Source: an optimization exercise on an open RTL-to-GDS flow (aim: small area, a short achievable clock period and few clock cycles per item). Production flows keep margins and buffers that such runs may drop. Where RTL was checked, it was by simulation tests only, not by an equivalence proof against the original. Only the layout flow was run in run 1; the RTL was not checked for function there.

[design/flow/design.v]
`default_nettype none
package q16alu_pkg;
	localparam int DATA_W = 32;
	localparam int CMD_W  = 3;
	localparam int DIV_BPS = 2;	 
	typedef enum logic [CMD_W-1:0] {
		CMD_MUL   = 3'd0,
		CMD_DIV   = 3'd1,
		CMD_SIGN  = 3'd2,
		CMD_FLOOR = 3'd3,
		CMD_CEIL  = 3'd4,
		CMD_ROUND = 3'd5,
		CMD_ABS   = 3'd6
	} cmd_t;
endpackage
`default_nettype wire
`default_nettype none
module q16_16_fixed_point_alu #(
	parameter int FRAC_BITS = 16
) (
	input  wire logic                            clk,
	input  wire logic                            arst_n,
	input  wire logic                            in_valid,
	output logic                                 in_ready,
	input  wire logic [q16alu_pkg::CMD_W-1:0]    cmd,
	input  wire logic signed [q16alu_pkg::DATA_W-1:0] operand_a,
	input  wire logic signed [q16alu_pkg::DATA_W-1:0] operand_b,
	output logic                                 out_valid,
	input  wire logic                            out_ready,
	output logic signed [q16alu_pkg::DATA_W-1:0] result,
	output logic                                 divide_by_zero
);
	localparam logic [2:0] CMD_MUL   = 3'd0;
	localparam logic [2:0] CMD_DIV   = 3'd1;
	localparam logic [2:0] CMD_SIGN  = 3'd2;
	localparam logic [2:0] CMD_FLOOR = 3'd3;
	localparam logic [2:0] CMD_CEIL  = 3'd4;
	localparam logic [2:0] CMD_ROUND = 3'd5;
	localparam logic [2:0] CMD_ABS   = 3'd6;
	logic        s_pre, s_div, s_fin, s_mul;	 
	logic [5:0]  cnt;
	logic        neg, bneg;
	logic        c_one, c_two, c_neg;	 
	logic [33:0] R;
	logic [31:0] Q, D;
	logic        dz, ov;
	logic [33:0] X, Y, S;
	logic        sub, bit_in;
	logic [33:0] dsx;
	assign bit_in = !cnt[5] && Q[31];
	assign dsx    = {{2{D[31]}}, D};
	assign S      = X + (Y ^ {34{sub}}) + {33'd0, sub};
	always_comb begin
		if (s_div)
			X = {R[32:0], bit_in};
		else if (s_mul && cnt <= 6'd8)
			X = {{2{R[33]}}, R[33:2]};
		else if (s_fin)
			X = '0;
		else
			X = R;
		if (s_fin || s_pre) begin
			Y = {2'b0, Q}; sub = s_pre ? Q[31] : neg;
		end else if (s_div) begin
			Y = dsx; sub = !R[33] ^ bneg;
		end else begin
			Y = ({34{c_one}} & dsx) | ({34{c_two}} & {dsx[32:0], 1'b0});
			sub = c_neg;
		end
	end
	logic [15:0] fr, inc;
	logic [31:0] am;
	logic        lo;
	logic        a_zero, b_zero, fr_nz, up, triv, dz_in, mskip;
	logic [31:0] tv;
	always_comb begin
		am[0] = operand_a[0];
		lo    = operand_a[0];
		for (int i = 1; i < 32; i++) begin
			am[i] = operand_a[i] ^ (operand_a[31] && lo);
			lo    = lo | operand_a[i];
		end
		fr     = operand_a[15:0];
		inc    = operand_a[31:16] + 16'd1;
		a_zero = operand_a == '0;
		b_zero = operand_b == '0;
		fr_nz  = fr != '0;
		up     = fr[15] && (!operand_a[31] || fr[14:0] != '0);
		dz_in  = (cmd == CMD_DIV) && b_zero;
		triv   = !(cmd[2:1] == 2'b00 && !a_zero && !b_zero);
		mskip  = !fr_nz;
		case (cmd)
			CMD_SIGN:  tv = a_zero ? '0 : (operand_a[31] ? '1 : 32'd1);
			CMD_FLOOR: tv = {operand_a[31:16], 16'd0};
			CMD_CEIL:  tv = fr_nz ? {inc, 16'd0} : operand_a;
			CMD_ROUND: tv = up ? {inc, 16'd0} : {operand_a[31:16], 16'd0};
			CMD_ABS:   tv = am;
			default:   tv = '0;
		endcase
	end
	function automatic logic [2:0] booth(input logic [2:0] b);	 
		case (b)
			3'b001, 3'b010: booth = 3'b100;
			3'b101, 3'b110: booth = 3'b101;
			3'b011:         booth = 3'b010;
			3'b100:         booth = 3'b011;
			default:        booth = {2'b00, b[2]};
		endcase
	endfunction
	logic [31:0] xb, tb, tbs, tbs2;
	logic        skip, skip2;
	always_comb begin
		xb = D ^ {32{D[31]}};
		tb[31] = xb[31];
		for (int i = 30; i >= 0; i--)
			tb[i] = tb[i+1] | xb[i];
		tbs = {9'd0, tb[31:9]};
		skip = tb[9] && !R[33] && (R[31:0] & ~tbs) == '0 && (cnt <= 6'd24 || (cnt >= 6'd32 && cnt <= 6'd40));
		tbs2 = {3'd0, tb[31:3]};
		skip2 = tb[3] && !R[33] && (R[31:0] & ~tbs2) == '0 && (cnt <= 6'd30 || (cnt >= 6'd32 && cnt <= 6'd46));
	end
	logic take, mlast, dlast, done;
	assign in_ready = !(s_pre || s_div || s_fin || s_mul) && (!ov || out_ready);
	assign take     = in_valid && in_ready;
	assign mlast    = (cnt == 6'd15) || (cnt[3] && (Q[31:1] == '0 || Q[31:1] == '1));
	assign dlast    = skip ? cnt == 6'd40 : skip2 ? cnt == 6'd46 : cnt == 6'd47;
	assign done     = s_fin || (s_mul && mlast);
	always_ff @(posedge clk or negedge arst_n) begin
		if (!arst_n) begin
			s_pre <= 1'b0;
			s_div <= 1'b0;
			s_fin <= 1'b0;
			s_mul <= 1'b0;
			ov    <= 1'b0;
		end else begin
			if (ov && out_ready)
				ov <= 1'b0;
			if (done) begin
				ov    <= 1'b1;
				s_fin <= 1'b0;
				s_mul <= 1'b0;
			end
			if (s_pre) begin
				s_pre <= 1'b0;
				s_div <= 1'b1;
			end
			if (s_div && dlast) begin
				s_div <= 1'b0;
				s_fin <= 1'b1;
			end
			if (take) begin
				if (triv)
					ov <= 1'b1;
				else if (cmd[0])
					s_pre <= 1'b1;
				else
					s_mul <= 1'b1;
			end
		end
	end
	always_ff @(posedge clk) begin
		if (s_pre)
			Q <= S[31:0];
		if (s_div) begin
			if (skip) begin
				R   <= {2'b0, R[23:0], cnt[5] ? 8'd0 : Q[31:24]};
				Q   <= {Q[23:0], 8'd0};
				cnt <= cnt + 6'd8;
			end else if (skip2) begin
				R   <= {2'b0, R[29:0], cnt[5] ? 2'd0 : Q[31:30]};
				Q   <= {Q[29:0], 2'd0};
				cnt <= cnt + 6'd2;
			end else begin
				R   <= S;
				Q   <= {Q[30:0], !S[33]};
				cnt <= cnt + 6'd1;
			end
		end
		if (s_mul) begin
			R   <= S;
			Q   <= {{2{Q[31]}}, Q[31:2]};
			{c_one, c_two, c_neg} <= booth(Q[3:1]);
			if (cnt[3])
				D <= {D[29:0], 2'b0};
			cnt <= cnt + 6'd1;
		end
		if (s_fin)
			R <= S;
		if (take) begin
			neg  <= operand_a[31] ^ operand_b[31];
			bneg <= operand_b[31];
			D    <= operand_b;
			dz   <= dz_in;
			R    <= triv ? {2'b0, tv} : '0;
			if (cmd == CMD_MUL && mskip) begin
				Q   <= {{16{operand_a[31]}}, operand_a[31:16]};
				cnt <= 6'd8;
				{c_one, c_two, c_neg} <= booth({operand_a[17:16], 1'b0});
			end else begin
				Q   <= operand_a;
				cnt <= 6'd0;
				{c_one, c_two, c_neg} <= booth({operand_a[1:0], 1'b0});
			end
		end
	end
	assign out_valid      = ov;
	assign result         = R[31:0];
	assign divide_by_zero = dz;
endmodule
`default_nettype wire
[design/flow/run.sh]
#!/bin/bash
# synth_recipe.tcl (not shown) runs the flow's synth.tcl, then flattens the netlist and writes it again
# the make line also repeats each setting of config.mk as NAME=value (left out here)
make -C /OpenROAD-flow-scripts/flow DESIGN_CONFIG=/design/flow/config.mk WORK_HOME=/design/flow/orfs CLKGATE_MAP_FILE= SYNTH_SCRIPT=/design/flow/synth_recipe.tcl finish
[design/flow/config.mk]
export PLATFORM = sky130hd
export DESIGN_NAME = q16_16_fixed_point_alu
export DESIGN_NICKNAME = q16_16_fixed_point_alu
export VERILOG_FILES = /design/flow/design.v
export SDC_FILE = /design/flow/constraint.sdc
export NUM_CORES = 4
export LEC_CHECK = 0
export CAP_MARGIN = 20
export CORE_MARGIN = 2
export CORE_UTILIZATION = 40
export SETUP_SLACK_MARGIN = 5
export SLEW_MARGIN = 20
[design/flow/constraint.sdc]
create_clock -name core_clock -period 10.0 [get_ports {clk}]
set_input_delay 2.0000 -clock core_clock [delete_from_list [all_inputs] [get_ports {clk}]]
set_output_delay 2.0000 -clock core_clock [all_outputs]
set_load 0.01 [all_outputs]
==> results.cfg, run 1 <==
[worst_setup_path]
slowest_stage = clkdlybuf4s50_1
critical_path_peak_fanout = 9
worst_setup_path_end_kind = register
arrival_ns = 5.18
path_buf_inv = 1
worstPathCellList = clkdlybuf4s50_1 -> or3_4 -> or3_1 -> or2_2 -> o31ai_1 -> xor2_1 -> o21ai_0 -> o31ai_1 -> o211ai_1
cpPeakStageDelay_ns = 0.56
rr_startpoint = cnt[4]
r2r-end = R[5]
worst_setup_path_start_kind = input pin
rr_worst_depth = 12
reg2reg_slack_ns = 5.04
path_common_cell = o31ai_1
worstSetupPathType = in2reg
required_ns = 10.17
path_delay_family = simple AND/OR/NAND/NOR gates

[synthesis]
synth_flop_cell = edfxtp_1
synth_edf_count = 110
ys_types = 93
synthSimpleGateAreaFrac = 0.223
synth-compound-area-share = 0.313
synthArstFlopShare = 0.0435
syn_area_um2 = 13700
synthAdderAreaFrac = 0.0417
syn_area_per_cell_um2 = 7.45
muxShareOfSynthArea = 0.0448
synth_top_family_by_area = compound AO/OA/AOI/OAI gates
ys_seq_area_frac = 0.251
synth_xor_area_frac = 0.0481
syn_inst = 1835
syn-num-nets = 1951
ys_warn_count = 1
ys_ff_latch = 115

[finish]
nets = 1921
diodes = 0
layout-drive-gt1-share = 0.0704
layout_common_cells = a21oi_1, nand2_1, nor2_1
syn_to_final_growth_pct = 13.3
final_cells = 2266
fillers = 3312
mostFrequentLayoutCell = a21oi_1

[timing]
finalHoldViolCount = 0
maxSlewHeadroom = 0.407
fin_setup_tns_ns = 0
setup_viol = 0
period_minus_slack_ns = 5.01
rsz0062_at_grt = false
skew_ns = 0.0131
drv_slew = 0
finalCritPeriodShare = 0.501
tightest_slew_ns = 0.886
fmax_mhz = 200

[clocking]
cts_buffer_depth = 2
cts_buffers = 17
cts_tree = done
cts_max_level = 4
clockRootBuffer = clkbuf_16
cts_num_sinks = 115
postCtsHoldBufs = 0
path_clk_slew_ns = 0.07
clk_latency_ns = 0.45

[drt]
wirelength_um = 57700
drtAntennaViolNets = 0
vias = 14900
avgRoutedWirePerCell_um = 25.5
drtIter0Drc = 1672
vias_per_cell = 6.57
drtPass1Iterations = 6
m1WireLength_um = 24400
drc = 0
wl_met2_um = 24400
wl_met3_um = 6270
maxUsedRoutingLayer = met4

[min_path]
whs_endpoint = ov
min-delay-start = ov
hold-path-cell-count = 2
hp-class = reg2reg

[floorplan]
die_h_um = 189
io_pins = 106
fp.dieW_um = 189
start_util = 0.407
dieArea_um2 = 35700
core_region_area_um2 = 33600
placementRows = 67

[global_routing]
grt_pass1_vias = 13600
gr-usage-all-layers = 0.314
grt_max_degree = 74
overflow = 0
grt_pass1_wl_um = 85700
antenna_found_initial = 0

[place]
place.gp.congestion = 0.978
placedCellCount = 2221
hpwlAfterDp_um = 41100
portBuffers = 105

[run_status]
status = finished clean

[run]
maxCapViolations = 0
==> registers in the layout, indices dropped and copies added (netlist names) <==
name,count
c_one,1
R,34
s_pre,1
Q,32
bneg,1
c_two,1
neg,1
s_fin,1
cnt,6
s_mul,1
dz,1
s_div,1
c_neg,1
ov,1
D,32
==> worst register-to-register path, cell delays in order, from the launching register on <==
cell and delay [ns]:
edfxtp_1 0.48, inv_1 0.22, ha_1 0.22, and3b_1 0.19
nor2_1 0.05, a21oi_1 0.37, o211ai_1 0.23, or4_4 0.58
a211oi_4 0.23, buf_4 0.62, o21a_2 0.74, nor2_1 0.35
a221o_1 0.44
==> kinds of logic (layout without fill, tap and decap cells) <==
family          after synthesis  count (layout)
fa+ha+maj                    45              45
flops                       115             115
buf+inv                     243             224
simple gates                636             638
xor+xnor                     75              75
mux                          59              59
compound gates              662             662
==> synthesized netlist by cell type, drive strengths merged (12+ instances only) <==
| cell | instances | area share |
|---|---|---|
| a211o | 12 | 0.0077 |
| a211oi | 28 | 0.016 |
| a21o | 30 | 0.016 |
| a21oi | 223 | 0.082 |
| a221oi | 17 | 0.011 |
| a22oi | 39 | 0.021 |
| a31oi | 19 | 0.0087 |
| and3 | 19 | 0.0087 |
| buf | 66 | 0.030 |
| clkbuf | 123 | 0.034 |
| edfxtp | 110 | 0.24 |
| ha | 44 | 0.040 |
| inv | 52 | 0.014 |
| mux2 | 17 | 0.014 |
| mux2i | 42 | 0.031 |
| nand2 | 202 | 0.055 |
| nand3 | 25 | 0.0092 |
| nand4 | 29 | 0.014 |
| nor2 | 177 | 0.049 |
| nor2b | 17 | 0.0078 |
| nor3 | 47 | 0.018 |
| nor3b | 27 | 0.015 |
| nor4 | 30 | 0.014 |
| o211ai | 22 | 0.012 |
| o21a | 20 | 0.011 |
| o21ai | 109 | 0.040 |
| o221ai | 15 | 0.0096 |
| o22ai | 24 | 0.011 |
| o31ai | 23 | 0.013 |
| or2 | 13 | 0.0060 |
| or3 | 16 | 0.0073 |
| xnor2 | 27 | 0.017 |
| xor2 | 48 | 0.031 |
==> area by class of cell <==
class / instances / area [µm²] / area share
clock buffer: 17 / 425 / 0.0275
clock inverter: 15 / 174 / 0.0112
inverter: 53 / 206 / 0.0133
multi-input combinational: 1479 / 9320 / 0.602
sequential: 115 / 3430 / 0.222
tap: 448 / 561 / 0.0362
timing repair buffer: 139 / 1370 / 0.0886
==> stage by stage <==
stage | hold WS, ns | util | cell area (µm²) | setup slack [ns]
2_1_floorplan | 0.526 | - | 13700 | 5.29
3_3_place_gp | 0.533 | 0.434 | 14600 | 4.05
3_5_place_dp | 0.533 | 0.434 | 14600 | 4.08
4_1_cts | 0.557 | 0.456 | 15300 | 4.95
5_1_grt | 0.573 | 0.461 | 15500 | 4.99
6_report | 0.541 | 0.461 | 15500 | 4.99
==> how the worst max path moves through the flow <==
stage,startpoint,to,slack (ns),cells after the start
6_report,operand_a[0],R[20],4.99,9
5_1_grt,s_mul,Q[30],4.99,17
4_1_cts,s_mul,Q[30],4.95,17
3_5_place_dp,operand_a[1],Q[28],4.08,10
3_3_place_gp,out_ready,Q[27],4.05,13
2_1_floorplan,s_fin,Q[30],5.29,17
==> per-layer routing <==
layer  global-route usage  vias to the layer above
li1                     -                     6794
met1                0.445                     7001
met2                0.467                      948
met3               0.0581                      149
met4                0.130                        0
met5                    0                        -
==> timing repair <==
item	in CTS	in global routing
pin swaps	0	3
setup buffers	4	6
gates resized for setup	28	22
setup endpoints to repair	68	36
gates cloned	1	2
==> run 2, diff against run 1 <==
--- a/design/flow/design.v
+++ b/design/flow/design.v
@@ -109,4 +109,4 @@
 	endfunction
-	logic [31:0] xb, tb, tbs, tbs2;
-	logic        skip, skip2;
+	logic [31:0] xb, tb, tbs;
+	logic        skip;
 	always_comb begin
@@ -118,4 +118,2 @@
 		skip = tb[9] && !R[33] && (R[31:0] & ~tbs) == '0 && (cnt <= 6'd24 || (cnt >= 6'd32 && cnt <= 6'd40));
-		tbs2 = {3'd0, tb[31:3]};
-		skip2 = tb[3] && !R[33] && (R[31:0] & ~tbs2) == '0 && (cnt <= 6'd30 || (cnt >= 6'd32 && cnt <= 6'd46));
 	end
@@ -125,3 +123,3 @@
 	assign mlast    = (cnt == 6'd15) || (cnt[3] && (Q[31:1] == '0 || Q[31:1] == '1));
-	assign dlast    = skip ? cnt == 6'd40 : skip2 ? cnt == 6'd46 : cnt == 6'd47;
+	assign dlast    = skip ? cnt == 6'd40 : cnt == 6'd47;
 	assign done     = s_fin || (s_mul && mlast);
@@ -168,6 +166,2 @@
 				cnt <= cnt + 6'd8;
-			end else if (skip2) begin
-				R   <= {2'b0, R[29:0], cnt[5] ? 2'd0 : Q[31:30]};
-				Q   <= {Q[29:0], 2'd0};
-				cnt <= cnt + 6'd2;
 			end else begin
==> run 2 against run 1 <==
Against the previous run: still clean on timing, DRC and antenna; clock-buffer cell count unchanged; die area fell by 12%; via count decreased by 14%; synthesized cell count fell by 14%; first-iteration DRC count down 14%; fmax grew 1.7%; critical endpoint is now in_ready; largest cell class unchanged; highest routed layer unchanged.
==> results.cfg, run 2 <==
[timing]
setup_viol = 0
finalHoldViolCount = 0
period_minus_slack_ns = 4.93
skew_ns = 0.0113
fmax_mhz = 203
rsz0062_at_grt = false
finalCritPeriodShare = 0.493
drv_slew = 0
tightest_slew_ns = 0.909
fin_setup_tns_ns = 0
fin_ws_ns = 5.07
maxSlewHeadroom = 0.389

[synthesis]
yosysMostFrequentCell = nand2_1
synthArstFlopShare = 0.0435
syn-num-nets = 1687
ys_types = 76
synth_top_area_frac = 0.274
syn_area_um2 = 12000
ys_seq_area_frac = 0.285
ys_ff_latch = 115
syn_inst = 1573
yosysTopAreaCell = edfxtp_1
synth.area.top_cells = edfxtp_1, a21oi_1, nand2_1, o21ai_0, ha_1
synth_edf_count = 110
ys_warn_count = 1
ys_top_cells_by_count = nand2_1, a21oi_1, o21ai_0
syn_area_per_cell_um2 = 7.65
synth_flop_cell = edfxtp_1

[drt]
avgRoutedWirePerCell_um = 24.1
wirelength_um = 47600
drtPass1Iterations = 5
vias = 12700
drtIter0Drc = 1440
vias_per_cell = 6.44
drtAntennaViolNets = 0
drc = 0

[floorplan]
placementRows = 63
start_util = 0.406
fp.dieW_um = 177
core_region_area_um2 = 29600
die_h_um = 177
io_pins = 106
dieArea_um2 = 31500

[worst_setup_path]
r2r-end = R[21]
worst_setup_path_end_kind = output port
worst_setup_path_start_kind = input pin
rr_startpoint = s_mul
arrival_ns = 2.93
required_ns = 8.00
critical_path_peak_fanout = 2
reg2reg_slack_ns = 5.22
rr_worst_depth = 17
worstSetupPathType = in2out

[global_routing]
grt_pass1_wl_um = 70000
antenna_found_initial = 0
gr-usage-all-layers = 0.293
grt_pass1_vias = 11400
overflow = 0
grt_max_degree = 81

[finish]
design_area_um2 = 14000
mostFrequentLayoutCell = nand2_1
layout_common_cells = nand2_1, a21oi_1, o21ai_0
nets = 1688
layout-drive-gt1-share = 0.0781
syn_to_final_growth_pct = 16.0
top_register = R
largest_register_ffs = 34
fillers = 2953
top_regs = R: 34 flops, D: 32 flops, Q: 32 flops
diodes = 0

[min_path]
min-delay-start = D[1]
whs_endpoint = D[3]
hold-path-cell-count = 2
hp-class = reg2reg

[clocking]
postCtsHoldBufs = 0
clk_latency_ns = 0.44
cts_buffers = 17
clockRootBuffer = clkbuf_16
cts_tree = done
cts_num_sinks = 115
cts_buffer_depth = 2
cts_max_level = 4
path_clk_slew_ns = 0.07

[place]
portBuffers = 105
place.gp.congestion = 0.931
placed_area_um2 = 13000
pre_cts_ws_ns = 3.69
hpwlAfterDp_um = 33700

[run_status]
status = finished clean

[run]
maxCapViolations = 0
-- run 2: cells by family (layout without fill, tap and decap cells) --
family                     count (synthesis)  after routing  synth area share
DFF                                      115            115             0.285
and+or+nand+nor                          568            569             0.227
AOI/OAI and AO/OA                        551            551             0.286
buffers and inverters                    183            196            0.0688
xor gates and xnor gates                  77             77            0.0560
adders and majority gates                 43             43            0.0453
muxes                                     36             36            0.0314
-- run 2: layer usage --
layer | vias up | global-route usage | wire length [µm] | part of all wire
li1 | 5846 | - | - | -
met1 | 6087 | 0.424 | 20400 | 0.43
met2 | 733 | 0.443 | 20700 | 0.44
met4 | 0 | 0.0915 | 1470 | 0.031
met3 | 73 | 0.0486 | 4940 | 0.10
met5 | - | 0 | 0 | 0
-- run 2: worst max path at each step --
stage / start / to / slack, ns
2_1_floorplan: out_ready / D[0] / 5.20
3_3_place_gp: operand_a[1] / Q[30] / 3.80
3_5_place_dp: operand_a[0] / Q[30] / 3.69
4_1_cts: operand_a[0] / Q[30] / 4.80
5_1_grt: s_mul / R[23] / 5.00
6_report: out_ready / in_ready / 5.07
-- run 2: through the flow --
step	instances	hold WS, ns	utilization
final	1977	0.592	0.471
after global routing	1977	0.620	0.471
after detailed placement	1933	0.570	0.439
after floorplan	1573	0.538	-
after CTS	1967	0.590	0.463
after global placement	1933	0.570	0.439
-- run 2: critical path, stage by stage --
cell and delay (ns):
clkdlybuf4s50_1 0.46, nor2b_1 0.07, nor4_4 0.22, buf_2 0.17
-- run 2: layout make-up --
type | instances | area, µm² | area share
clock inverter | 15 | 184 | 0.0132
inverter | 29 | 113 | 0.00807
timing repair buffer | 134 | 1370 | 0.0981
multi-input combinational | 1276 | 7950 | 0.569
sequential | 115 | 3430 | 0.246
tap | 390 | 488 | 0.0350
timing repair inverter | 1 | 5.00 | 0.000359
clock buffer | 17 | 425 | 0.0305
-- run 2: repair_timing --
item,4_1_cts,5_1_grt
buffers inserted,1,6
hold endpoints to repair,0,0
pin swaps,1,1
gates cloned,1,3
endpoints found under the setup margin,85,74
resized for setup,26,30
Testbench counts of run 2, summed over its fixed seeds: cycles 142,946, items 24,000.
==> run 3, diff against run 2 <==
--- a/design/flow/design.v
+++ b/design/flow/design.v
@@ -41,3 +41,3 @@
 	logic [5:0]  cnt;
-	logic        neg, bneg;
+	logic        neg, bneg, mjump;
 	logic        c_one, c_two, c_neg;	 
@@ -122,3 +122,3 @@
 	assign take     = in_valid && in_ready;
-	assign mlast    = (cnt == 6'd15) || (cnt[3] && (Q[31:1] == '0 || Q[31:1] == '1));
+	assign mlast    = !mjump && (cnt == 6'd15) || (cnt[3] && (Q[31:1] == '0 || Q[31:1] == '1));
 	assign dlast    = skip ? cnt == 6'd40 : cnt == 6'd47;
@@ -158,26 +158,43 @@
 	end
+	logic        d_sk8, d_one, m_jmp, m_one, r_en, q_en;
+	logic [33:0] r_n;
+	logic [31:0] q_n;
+	logic [7:0]  nb8;
+	always_comb begin
+		d_sk8 = s_div && skip;
+		d_one = s_div && !skip;
+		m_jmp = s_mul && mjump;
+		m_one = s_mul && !mjump;
+		nb8 = cnt[5] ? 8'd0 : Q[31:24];
+		r_n = ({34{take}} & {2'b0, tv})
+		    | ({34{d_one || m_one || s_fin}} & S)
+		    | ({34{d_sk8}} & {2'b0, R[23:0], nb8});
+		r_en = take || s_div || m_one || s_fin;
+		q_n = ({32{take}} & operand_a)
+		    | ({32{s_pre}} & S[31:0])
+		    | ({32{d_one}} & {Q[30:0], !S[33]})
+		    | ({32{d_sk8}} & {Q[23:0], 8'd0})
+		    | ({32{m_jmp}} & {{16{Q[31]}}, Q[31:16]})
+		    | ({32{m_one}} & {{2{Q[31]}}, Q[31:2]});
+		q_en = take || s_pre || s_div || s_mul;
+	end
 	always_ff @(posedge clk) begin
-		if (s_pre)
-			Q <= S[31:0];
-		if (s_div) begin
-			if (skip) begin
-				R   <= {2'b0, R[23:0], cnt[5] ? 8'd0 : Q[31:24]};
-				Q   <= {Q[23:0], 8'd0};
-				cnt <= cnt + 6'd8;
+		if (r_en)
+			R <= r_n;
+		if (q_en)
+			Q <= q_n;
+		if (s_div)
+			cnt <= cnt + (skip ? 6'd8 : 6'd1);
+		if (s_mul) begin
+			if (mjump) begin
+				{c_one, c_two, c_neg} <= booth(Q[17:15]);
+				cnt <= 6'd8;
 			end else begin
-				R   <= S;
-				Q   <= {Q[30:0], !S[33]};
+				{c_one, c_two, c_neg} <= booth(Q[3:1]);
+				if (cnt[3])
+					D <= {D[29:0], 2'b0};
 				cnt <= cnt + 6'd1;
 			end
-		end
-		if (s_mul) begin
-			R   <= S;
-			Q   <= {{2{Q[31]}}, Q[31:2]};
-			{c_one, c_two, c_neg} <= booth(Q[3:1]);
-			if (cnt[3])
-				D <= {D[29:0], 2'b0};
-			cnt <= cnt + 6'd1;
-		end
-		if (s_fin)
-			R <= S;
+			mjump <= 1'b0;
+		end
 		if (take) begin
@@ -187,12 +204,5 @@
 			dz   <= dz_in;
-			R    <= triv ? {2'b0, tv} : '0;
-			if (cmd == CMD_MUL && mskip) begin
-				Q   <= {{16{operand_a[31]}}, operand_a[31:16]};
-				cnt <= 6'd8;
-				{c_one, c_two, c_neg} <= booth({operand_a[17:16], 1'b0});
-			end else begin
-				Q   <= operand_a;
-				cnt <= 6'd0;
-				{c_one, c_two, c_neg} <= booth({operand_a[1:0], 1'b0});
-			end
+			cnt  <= 6'd0;
+			mjump <= mskip;
+			{c_one, c_two, c_neg} <= booth({operand_a[1:0], 1'b0});
 		end
==> design/flow/flow/run.sh (new file) <==
#!/bin/bash
set -euo pipefail
bash standard.sh SETUP_SLACK_MARGIN=5.5 finish > flow_make.log 2>&1
==> design/flow/standard.sh (new file) <==
#!/bin/bash
# synth_recipe.tcl (not shown) runs the flow's synth.tcl, then flattens the netlist and writes it again
# the make line also repeats each setting of config.mk as NAME=value (left out here)
make -C /OpenROAD-flow-scripts/flow DESIGN_CONFIG=/design/flow/config.mk WORK_HOME=/design/flow/orfs CLKGATE_MAP_FILE= SYNTH_SCRIPT=/design/flow/synth_recipe.tcl "${@:-finish}"
removed: design/flow/run.sh
==> run 3 against run 2 <==
Against the previous run: largest cell class unchanged; critical endpoint unchanged; design area increased by 1.6%; setup slack better by 0.44 ns; first-iteration DRC count increased by 30%; critical path type unchanged; global-route usage is 2.7 points higher; fmax grew 9.8%; critical path depth did not move.
==> results.cfg, run 3 <==
[clocking]
cts_buffers = 17
clk_latency_ns = 0.43
cts_num_sinks = 116
cts_tree = done
clockRootBuffer = clkbuf_16
postCtsHoldBufs = 0
path_clk_slew_ns = 0.06
cts_max_level = 4
cts_buffer_depth = 2

[worst_setup_path]
arrival_ns = 2.49
critical_path_peak_fanout = 2
rr_startpoint = R[23]
worstPathCellList = buf_6 -> nand2b_4 -> and3_4 -> buf_6
rr_worst_depth = 10
r2r-end = R[12]
path_common_cell = buf_6
worstSetupPathType = in2out
slowest_stage = and3_4
required_ns = 8.00
worst_setup_path_end_kind = output port
path_delay_family = simple AND/OR/NAND/NOR gates
path_buf_inv = 2
cpPeakStageDelay_ns = 0.16
reg2reg_slack_ns = 5.62
worst_setup_path_start_kind = input pin

[timing]
finalCritPeriodShare = 0.449
period_minus_slack_ns = 4.49
rsz0062_at_grt = true
drv_slew = 0
tightest_slew_ns = 0.894
maxSlewHeadroom = 0.402
fin_setup_tns_ns = 0
setup_viol = 0
finalHoldViolCount = 0
fin_ws_ns = 5.51
skew_ns = 0.0167
fmax_mhz = 223

[drt]
drtPass1Iterations = 10
avgRoutedWirePerCell_um = 26.0
drc = 0
vias_per_cell = 6.58
drtAntennaViolNets = 0
vias = 12800
wirelength_um = 50600
drtIter0Drc = 1877

[synthesis]
synth_flop_cell = edfxtp_1
ys_seq_area_frac = 0.286
yosysMostFrequentCell = nand2_1
ys_warn_count = 1
synth_edf_count = 105
synthArstFlopShare = 0.0431
syn-num-nets = 1604
syn_area_per_cell_um2 = 7.95
ys_types = 71
ys_top_cells_by_count = nand2_1, o21ai_0, a21oi_1
yosysTopAreaCell = edfxtp_1
syn_area_um2 = 11900
ys_ff_latch = 116
syn_inst = 1493
synth.area.top_cells = edfxtp_1, nand2_1, o21ai_0, xnor2_1, a221o_1
synth_top_area_frac = 0.266

[run]
maxCapViolations = 0

[floorplan]
die_h_um = 176
core_region_area_um2 = 29400
fp.dieW_um = 176
placementRows = 63
io_pins = 106
dieArea_um2 = 31100
start_util = 0.403

[finish]
top_register = R
syn_to_final_growth_pct = 19.6
fin_util = 0.483
top_regs = R: 34 flops, D: 32 flops, Q: 32 flops
multi_input_area_um2 = 8010
layout_common_cells = nand2_1, o21ai_0, edfxtp_1
fillers = 2916
register_area_um2 = 3410
largest_register_ffs = 34
mostFrequentLayoutCell = nand2_1
layout-drive-gt1-share = 0.132
nets = 1650
design_area_um2 = 14200

[min_path]
hold-path-cell-count = 2
whs_endpoint = s_fin
hp-class = reg2reg
min-delay-start = cnt[5]

[place]
placed_area_um2 = 12900
place.gp.congestion = 0.997
portBuffers = 105
pre_cts_ws_ns = 4.28
hpwlAfterDp_um = 35900

[global_routing]
gr-usage-all-layers = 0.320
overflow = 0
antenna_found_initial = 2
grt_pass1_vias = 11900
grt_pass1_wl_um = 74700
grt_max_degree = 91

[run_status]
status = finished clean
## run 3: changes by cell type after synthesis, moves of 11 or more
cell,delta
nor3_1,-17
nor3b_1,-29
and3_1,+31
mux2_2,+16
nor2_1,-51
a21o_1,-11
a21oi_1,-76
a22oi_1,-33
a211oi_1,-14
a221o_1,+43
a222oi_1,+17
o221ai_1,-13
nand2_1,+22
o21ai_0,+27
## run 3: worst reg2reg max path: stages, from the launching register on
cell and delay, ns:
edfxtp_1 0.51, nor4_1 0.37, nand4_1 0.35, a31oi_1 0.58
o221a_2 0.31, o21a_1 0.11, buf_4 0.45, nor2_4 0.14
or3_2 0.75, a32oi_1 0.40, o21ai_0 0.13
## run 3: worst max-delay path by stage
stage,slack [ns],startpoint,endpoint,cells after the start
after floorplan,5.40,operand_a[2],R[14],9
after global placement,4.38,operand_a[1],R[21],10
after detailed placement,4.28,operand_a[1],R[30],9
after CTS,5.47,cnt[0],Q[28],17
after global routing,5.50,out_ready,in_ready,4
final,5.51,out_ready,in_ready,4
## run 3: through the flow
step,hold WS (ns),cells
finish,0.581,1943
global route,0.618,1943
CTS,0.569,1916
detailed placement,0.538,1863
global placement,0.529,1863
floorplan,0.488,1493
## run 3: final cells by class
class,count,share of cell area
Clock buffer,17,0.0300
Timing Repair Buffer,168,0.113
Multi-Input combinational cell,1209,0.564
Timing Repair inverter,1,0.000529
Inverter,26,0.00776
Sequential cell,116,0.240
Antenna cell,1,0.000176
Tap cell,390,0.0344
Clock inverter,15,0.00935
## run 3: cell families after synthesis
family | synth area share
AO/OA/AOI/OAI | 0.274
XOR/XNOR | 0.0701
adder cells (fa/ha/maj) | 0.0428
buffers and inverters | 0.0657
flip-flops | 0.286
multiplexers | 0.0425
AND/OR/NAND/NOR | 0.218
## run 3: what timing repair did
| action | in CTS | in global routing |
|---|---|---|
| gates cloned | 6 | 1 |
| setup buffers | 15 | 25 |
| setup endpoints to repair | 59 | 48 |
| gates resized for setup | 54 | 80 |
| pin swaps | 8 | 19 |
## run 3: per-layer routing
metal	wire length [µm]	part of all wire	global-route usage	up-vias
li1	-	-	-	5716
met3	5220	0.10	0.0786	127
met1	20600	0.41	0.425	6170
met2	22600	0.45	0.502	764
met4	2050	0.041	0.122	0
met5	0	0	0	-
Testbench counts of run 3, summed over its fixed seeds: cycles 143,300, items 24,000.
==> run 4, diff against run 3 <==
==> design/flow/run.sh (new file) <==
#!/bin/bash
# synth_recipe.tcl (not shown) runs the flow's synth.tcl, then flattens the netlist and writes it again
# the make line also repeats each setting of config.mk as NAME=value (left out here)
make -C /OpenROAD-flow-scripts/flow DESIGN_CONFIG=/design/flow/config.mk WORK_HOME=/design/flow/orfs CLKGATE_MAP_FILE= SYNTH_SCRIPT=/design/flow/synth_recipe.tcl finish
removed: design/flow/flow/run.sh
removed: design/flow/standard.sh
==> run 4 against run 3 <==
Against the previous run: still clean on timing, DRC and antenna; non-clock buffer count is 27 lower; cell count is 1.5% lower; design area is 3.2% lower; global-route usage is 1.0 points lower; routed wire length is 3.2% lower; via count is 3.1% lower; clock-buffer cell count is 1 higher; hold slack worse by 0.012 ns; critical path type unchanged; largest cell class unchanged.
==> results.cfg, run 4 <==
[synthesis]
synth.area.top_cells = edfxtp_1, nand2_1, o21ai_0, xnor2_1, a221o_1
ys_types = 71
ys_warn_count = 1
synth_flop_cell = edfxtp_1
yosysMostFrequentCell = nand2_1
syn_area_um2 = 11900
ys_seq_area_frac = 0.286
ys_top_cells_by_count = nand2_1, o21ai_0, a21oi_1
synth_top_area_frac = 0.266
syn_inst = 1493
synth_edf_count = 105
syn_area_per_cell_um2 = 7.95
ys_ff_latch = 116
synthArstFlopShare = 0.0431
yosysTopAreaCell = edfxtp_1
syn-num-nets = 1604

[finish]
mostFrequentLayoutCell = nand2_1
diodes = 0
nets = 1622
top_regs = R: 34 flops, D: 32 flops, Q: 32 flops
fin_util = 0.467
syn_to_final_growth_pct = 15.8
layout-drive-gt1-share = 0.0899
top_register = R
layout_common_cells = nand2_1, o21ai_0, edfxtp_1, a21oi_1, clkdlybuf4s50_1
final_cells = 1914
largest_register_ffs = 34

[clocking]
cts_buffers = 17
clk_latency_ns = 0.42
cts_num_sinks = 116
postCtsHoldBufs = 0
path_clk_slew_ns = 0.07
cts_max_level = 4
clockRootBuffer = clkbuf_16
cts_buffer_depth = 2
cts_tree = done

[global_routing]
overflow = 0
gr-usage-all-layers = 0.309
antenna_found_initial = 1
grt_pass1_vias = 11600
grt_max_degree = 93
grt_pass1_wl_um = 72400

[timing]
finalHoldViolCount = 0
skew_ns = 0.0138
drv_slew = 0
period_minus_slack_ns = 4.90
fin_ws_ns = 5.10
setup_viol = 0
rsz0062_at_grt = false
fin_setup_tns_ns = 0
tightest_slew_ns = 1.18
maxSlewHeadroom = 0.214
fmax_mhz = 204
finalCritPeriodShare = 0.490

[drt]
avgRoutedWirePerCell_um = 25.6
drc = 0
drtIter0Drc = 1824
vias = 12400
drtPass1Iterations = 7
wirelength_um = 48900
drtAntennaViolNets = 0
vias_per_cell = 6.47

[worst_setup_path]
cpPeakStageDelay_ns = 0.46
rr_worst_depth = 15
worst_setup_path_start_kind = input pin
arrival_ns = 2.90
slowest_stage = clkdlybuf4s50_1
path_buf_inv = 2
worstSetupPathType = in2out
worst_setup_path_end_kind = output port
critical_path_depth = 4
required_ns = 8.00
path_delay_family = buffers and inverters
worstPathCellList = clkdlybuf4s50_1 -> nand2b_4 -> and3_4 -> buf_2
critical_path_peak_fanout = 4

[floorplan]
fp.dieW_um = 176
placementRows = 63
io_pins = 106
die_h_um = 176
dieArea_um2 = 31100
core_region_area_um2 = 29400
start_util = 0.403

[min_path]
hold-path-cell-count = 2
hp-class = reg2reg

[place]
place.gp.congestion = 0.946
pre_cts_ws_ns = 4.33
placedCellCount = 1863
portBuffers = 105
hpwlAfterDp_um = 36000

[run]
maxCapViolations = 0

[run_status]
status = finished clean
run 4: cell types whose count changed in the layout (fill, tap and decap cells not counted), sizes merged:
cell	delta
or2	-2
dlygate4sd2	-2
clkbuf	-6
diode	-1
clkinvlp	+2
inv	+8
clkinv	-9
buf	-27
bufinv	-1
clkdlybuf4s50	+19
dlymetal6s2s	-10
run 4: repair_timing:
| item | in CTS | in global routing |
|---|---|---|
| buffers inserted | 2 | 13 |
| pin swaps | 2 | 2 |
| gates cloned | 2 | 2 |
| setup endpoints to repair | 45 | 32 |
| resized for setup | 15 | 16 |
run 4: tightest hold or removal path: cells and delay by family (launching register included):
kind	cells	cell delay (ns)
AND/OR/NAND/NOR	1	0.07
AO/OA/AOI/OAI	1	0.08
flip-flops	1	0.39
run 4: worst paths after layout:
check	from	end	slack [ns]
worst max-delay path	out_ready	in_ready	5.10
worst min-delay path	ov	ov	0.57
worst max register to register	s_fin	Q[28]	5.11
worst min register to register	ov	ov	0.57
max in group asynchronous	arst_n	s_div	7.98
min in group asynchronous	arst_n	ov	1.80
run 4: kinds of logic (layout without fill, tap and decap cells):
logic type / count (synthesis) / after routing / synth area share
muxes: 47 / 47 / 0.0425
xor gates and xnor gates: 95 / 95 / 0.0701
buffers and inverters: 172 / 201 / 0.0657
AOI/OAI and AO/OA: 489 / 489 / 0.274
adders and majority gates: 40 / 40 / 0.0428
DFF: 116 / 116 / 0.286
and+or+nand+nor: 534 / 536 / 0.218
run 4: cell type report:
| class | count | area, µm² |
|---|---|---|
| Inverter | 26 | 106 |
| Timing Repair Buffer | 141 | 1350 |
| Timing Repair inverter | 2 | 12.5 |
| Multi-Input combinational cell | 1207 | 7800 |
| Tap cell | 390 | 488 |
| Clock inverter | 14 | 131 |
| Sequential cell | 116 | 3400 |
| Clock buffer | 18 | 450 |
| Fill cell | 2921 | 15700 |
run 4: metrics by stage:
step	hold WS, ns	instance area, µm²
after floorplan	0.488	11900
after global placement	0.525	12900
after detailed placement	0.542	12900
after CTS	0.569	13600
after global routing	0.601	13700
final	0.569	13700
run 4: per-layer routing:
metal / up-vias / track usage / share of wire
met5: - / 0 / 0
li1: 5657 / - / -
met3: 111 / 0.0795 / 0.098
met2: 703 / 0.483 / 0.45
met1: 5907 / 0.414 / 0.42
met4: 0 / 0.112 / 0.038
==> run 5, diff against run 4 <==
--- a/design/flow/design.v
+++ b/design/flow/design.v
@@ -39,5 +39,5 @@
 	localparam logic [2:0] CMD_ABS   = 3'd6;
-	logic        s_pre, s_div, s_fin, s_mul;	 
+	logic        s_pre, s_div, s_mul;	 
 	logic [5:0]  cnt;
-	logic        neg, bneg, mjump;
+	logic        rneg, bneg, mjump;
 	logic        c_one, c_two, c_neg;	 
@@ -57,8 +57,6 @@
 			X = {{2{R[33]}}, R[33:2]};
-		else if (s_fin)
-			X = '0;
 		else
 			X = R;
-		if (s_fin || s_pre) begin
-			Y = {2'b0, Q}; sub = s_pre ? Q[31] : neg;
+		if (s_pre) begin
+			Y = {2'b0, Q}; sub = Q[31];
 		end else if (s_div) begin
@@ -71,4 +69,2 @@
 	logic [15:0] fr, inc;
-	logic [31:0] am;
-	logic        lo;
 	logic        a_zero, b_zero, fr_nz, up, triv, dz_in, mskip;
@@ -76,8 +72,2 @@
 	always_comb begin
-		am[0] = operand_a[0];
-		lo    = operand_a[0];
-		for (int i = 1; i < 32; i++) begin
-			am[i] = operand_a[i] ^ (operand_a[31] && lo);
-			lo    = lo | operand_a[i];
-		end
 		fr     = operand_a[15:0];
@@ -96,3 +86,3 @@
 			CMD_ROUND: tv = up ? {inc, 16'd0} : {operand_a[31:16], 16'd0};
-			CMD_ABS:   tv = am;
+			CMD_ABS:   tv = operand_a;	 
 			default:   tv = '0;
@@ -120,3 +110,3 @@
 	logic take, mlast, dlast, done;
-	assign in_ready = !(s_pre || s_div || s_fin || s_mul) && (!ov || out_ready);
+	assign in_ready = !(s_pre || s_div || s_mul) && (!ov || out_ready);
 	assign take     = in_valid && in_ready;
@@ -124,3 +114,3 @@
 	assign dlast    = skip ? cnt == 6'd40 : cnt == 6'd47;
-	assign done     = s_fin || (s_mul && mlast);
+	assign done     = (s_div && dlast) || (s_mul && mlast);
 	always_ff @(posedge clk or negedge arst_n) begin
@@ -129,3 +119,2 @@
 			s_div <= 1'b0;
-			s_fin <= 1'b0;
 			s_mul <= 1'b0;
@@ -137,3 +126,3 @@
 				ov    <= 1'b1;
-				s_fin <= 1'b0;
+				s_div <= 1'b0;
 				s_mul <= 1'b0;
@@ -143,6 +132,2 @@
 				s_div <= 1'b1;
-			end
-			if (s_div && dlast) begin
-				s_div <= 1'b0;
-				s_fin <= 1'b1;
 			end
@@ -169,5 +154,7 @@
 		r_n = ({34{take}} & {2'b0, tv})
-		    | ({34{d_one || m_one || s_fin}} & S)
-		    | ({34{d_sk8}} & {2'b0, R[23:0], nb8});
-		r_en = take || s_div || m_one || s_fin;
+		    | ({34{(d_one && !dlast) || m_one}} & S)
+		    | ({34{d_one && dlast}} & {2'b0, Q[30:0], !S[33]})
+		    | ({34{d_sk8 && !dlast}} & {2'b0, R[23:0], nb8})
+		    | ({34{d_sk8 && dlast}} & {2'b0, Q[23:0], 8'd0});
+		r_en = take || s_div || m_one;
 		q_n = ({32{take}} & operand_a)
@@ -200,3 +187,3 @@
 		if (take) begin
-			neg  <= operand_a[31] ^ operand_b[31];
+			rneg <= (cmd == CMD_ABS && operand_a[31]) || (cmd == CMD_DIV && operand_a[31] ^ operand_b[31]);
 			bneg <= operand_b[31];
@@ -210,3 +197,9 @@
 	assign out_valid      = ov;
-	assign result         = R[31:0];
+	logic [31:0] rlo;
+	always_comb begin
+		rlo[0] = 1'b0;
+		for (int i = 1; i < 32; i++)
+			rlo[i] = rlo[i-1] | R[i-1];
+	end
+	assign result         = R[31:0] ^ ({32{rneg}} & rlo);
 	assign divide_by_zero = dz;
==> run 5 against run 4 <==
Against the previous run: global-route usage down 1.1 points; utilization up 1.3 points; via count up 1.3%; die area up 1.0%; clock skew up 0.0047 ns; sequential cell count down 1; fmax down 28%; clock-buffer cell count up 6; critical path type is now reg2out.
==> results.cfg, run 5 <==
[floorplan]
dieArea_um2 = 31400
die_h_um = 177
fp.dieW_um = 177
placementRows = 63
core_region_area_um2 = 29600
io_pins = 106
start_util = 0.405

[run]
maxCapViolations = 0

[global_routing]
overflow = 0
grt_use_met2 = 0.479
grt_pass1_vias = 11700
grt_pass1_wl_um = 71300
gr-usage-all-layers = 0.299
top_usage_layer = met2
antenna_found_initial = 3
grt_max_degree = 77
grtUsageMet3 = 0.0490
gr-usage-met1 = 0.396

[synthesis]
ys_types = 72
muxShareOfSynthArea = 0.0742
synth_top_area_frac = 0.263
synth_edf_count = 105
syn_area_per_cell_um2 = 7.81
ys_ff_latch = 115
synthAdderAreaFrac = 0.0424
synth.area.top_cells = edfxtp_1, nand2_1, o21ai_0, xnor2_1, mux2i_1
yosysMostFrequentCell = nand2_1
ys_top_cells_by_count = nand2_1, o21ai_0, clkbuf_1
synthArstFlopShare = 0.0348
synth_flop_cell = edfxtp_1
ys_warn_count = 1
syn_area_um2 = 12000
synth_top_family_by_area = compound AO/OA/AOI/OAI gates
synthSimpleGateAreaFrac = 0.201
ys_seq_area_frac = 0.281
syn-num-nets = 1645
syn_inst = 1534
yosysTopAreaCell = edfxtp_1
synth-compound-area-share = 0.262
synth_xor_area_frac = 0.0782

[timing]
period_minus_slack_ns = 6.78
finalHoldViolCount = 0
setup_viol = 0
fmax_mhz = 148
maxSlewHeadroom = 0.338
drv_slew = 0
tightest_slew_ns = 0.993
finalCritPeriodShare = 0.678
fin_setup_tns_ns = 0
skew_ns = 0.0185
rsz0062_at_grt = true

[worst_setup_path]
path_delay_family = simple AND/OR/NAND/NOR gates
slowest_stage = or4_4
worst_setup_path_end_kind = output port
cpPeakStageDelay_ns = 0.54
path_buf_inv = 2
required_ns = 8.00
path_common_cell = or4_4
worstSetupPathType = reg2out
worst_setup_path_start_kind = register
critical_path_peak_fanout = 4
worstPathCellList = or4_4 -> nor4b_4 -> or4b_4 -> or4_4 -> or4_4 -> or4_4 -> or4_4 -> buf_6 -> o41ai_4 -> xnor2_1 -> buf_2
arrival_ns = 4.78

[place]
hpwlAfterDp_um = 33100
placedCellCount = 1891
place.gp.congestion = 0.958
portBuffers = 105

[finish]
syn_to_final_growth_pct = 18.5
nets = 1663
layout-drive-gt1-share = 0.114
top_regs = R: 34 flops, D: 32 flops, Q: 32 flops
final_cells = 1957
mostFrequentLayoutCell = nand2_1
fin_util = 0.481
layout_common_cells = nand2_1, o21ai_0, edfxtp_1
top_register = R
largest_register_ffs = 34

[clocking]
cts_num_sinks = 115
cts_buffers = 17
clk_latency_ns = 0.44
cts_max_level = 4
path_clk_slew_ns = 0.07
cts_tree = done
cts_buffer_depth = 2
clockRootBuffer = clkbuf_16

[drt]
drc = 0
vias_per_cell = 6.41
drtPass1Iterations = 8
vias = 12500
drtIter0Drc = 1902
wirelength_um = 47800
drtAntennaViolNets = 0
avgRoutedWirePerCell_um = 24.4

[run_status]
status = finished clean

[min_path]
hp-class = reg2reg
## run 5: cell count changes after synthesis, sizes merged, moves of 30 or more
| cell | change |
|---|---|
| nand2 | +56 |
| mux2i | +43 |
| clkbuf | +41 |
| a221o | -32 |
| and3 | -32 |
| buf | -30 |
## run 5: cell families (layout without fill, tap and decap cells)
| group | after synthesis | count (layout) |
|---|---|---|
| simple gates | 518 | 518 |
| compound gates | 478 | 478 |
| buf+inv | 190 | 221 |
| flops | 115 | 115 |
| xor+xnor | 107 | 107 |
| mux | 86 | 86 |
| fa+ha+maj | 40 | 40 |
| other cells | 0 | 2 |
## run 5: final timing paths
path                       cells after the start          to  startpoint  slack (ns)
max                                           11  result[30]        R[2]        3.22
min                                            2        D[4]        D[2]        0.58
max reg2reg                                   15       R[28]       s_pre        5.16
min reg2reg                                    2        D[4]        D[2]        0.58
max in group asynchronous                      1       s_pre      arst_n        8.05
min in group asynchronous                      1          ov      arst_n        1.76
## run 5: area by class of cell
cell class,instances,area [µm²]
Antenna cell,2,5.00
Clock buffer,24,526
Clock inverter,8,45.0
Fill cell,2882,15400
Inverter,33,129
Multi-Input combinational cell,1229,8180
Sequential cell,115,3380
Tap cell,390,488
Timing Repair Buffer,156,1450
## run 5: metal layers
layer | up-vias | wire length (µm)
li1 | 5732 | -
met4 | 2 | 2110
met5 | - | 13
met3 | 129 | 4280
met2 | 677 | 21800
met1 | 6003 | 19600
## run 5: worst min-delay path: cells and delay by family (launching register included)
kind / cells / cell delay, ns
and+or+nand+nor: 2 / 0.12
DFF: 1 / 0.37
## run 5: what timing repair did
| action | 4_1_cts | 5_1_grt |
|---|---|---|
| setup endpoints to repair | 65 | 48 |
| gates cloned | 0 | 1 |
| pin swaps | 7 | 13 |
| hold buffers | 0 | 0 |
| buffers inserted | 13 | 17 |
| gates resized for setup | 81 | 71 |
## run 5: per-stage QoR
step,cell area (µm²),setup WS [ns],hold WS (ns)
6_report,14200,3.22,0.582
5_1_grt,14200,3.11,0.623
4_1_cts,13900,3.20,0.580
3_5_place_dp,13100,3.16,0.576
3_3_place_gp,13100,3.20,0.571
2_1_floorplan,12000,3.91,0.534
Testbench counts of run 5, summed over its fixed seeds: cycles 140,261, items 24,000.

==> what the ideal ports hide <==
The flow's constraints put no driver on any port. The routed layouts listed below were extracted and timed again, unchanged, in two steps.
Step 1 assumes that a clkbuf_16 drives the clock port and a buf_2 every other input.
Step 2, shift: input delay + t, output delay - t, t = (earliest + latest rising clock arrival at the registers) / 2. This alone moves slack from input paths to output paths.
Three values: ideal ports, drivers, drivers and shift; two values: the first two.
run | shift t [ns] | slack for setup (ns) | hold slack, ns | worst setup path at the end | cell pins on the clock port's net
run 1 | 0.492 | 4.990 / 5.020 / 4.528 | 0.541 / 0.541 / 0.541 | input to register | 1
run 2 | 0.482 | 5.073 / 5.051 / 4.747 | 0.592 / 0.592 / 0.592 | input to register | 1
run 3 | 0.472 | 5.511 / 5.481 / 5.138 | 0.581 / 0.581 / 0.581 | input to register | 1
run 4 | 0.461 | 5.104 / 5.078 / 4.747 | 0.569 / 0.569 / 0.569 | input to register | 1
run 5 | 0.482 | 3.224 / 3.175 / 3.657 | 0.582 / 0.582 / 0.582 | register to output | 1
After both steps every run listed still meets setup and hold. For run 1, which loses most, drivers alone change the setup slack by +0.030 ns; drivers and shift together by -0.462 ns.
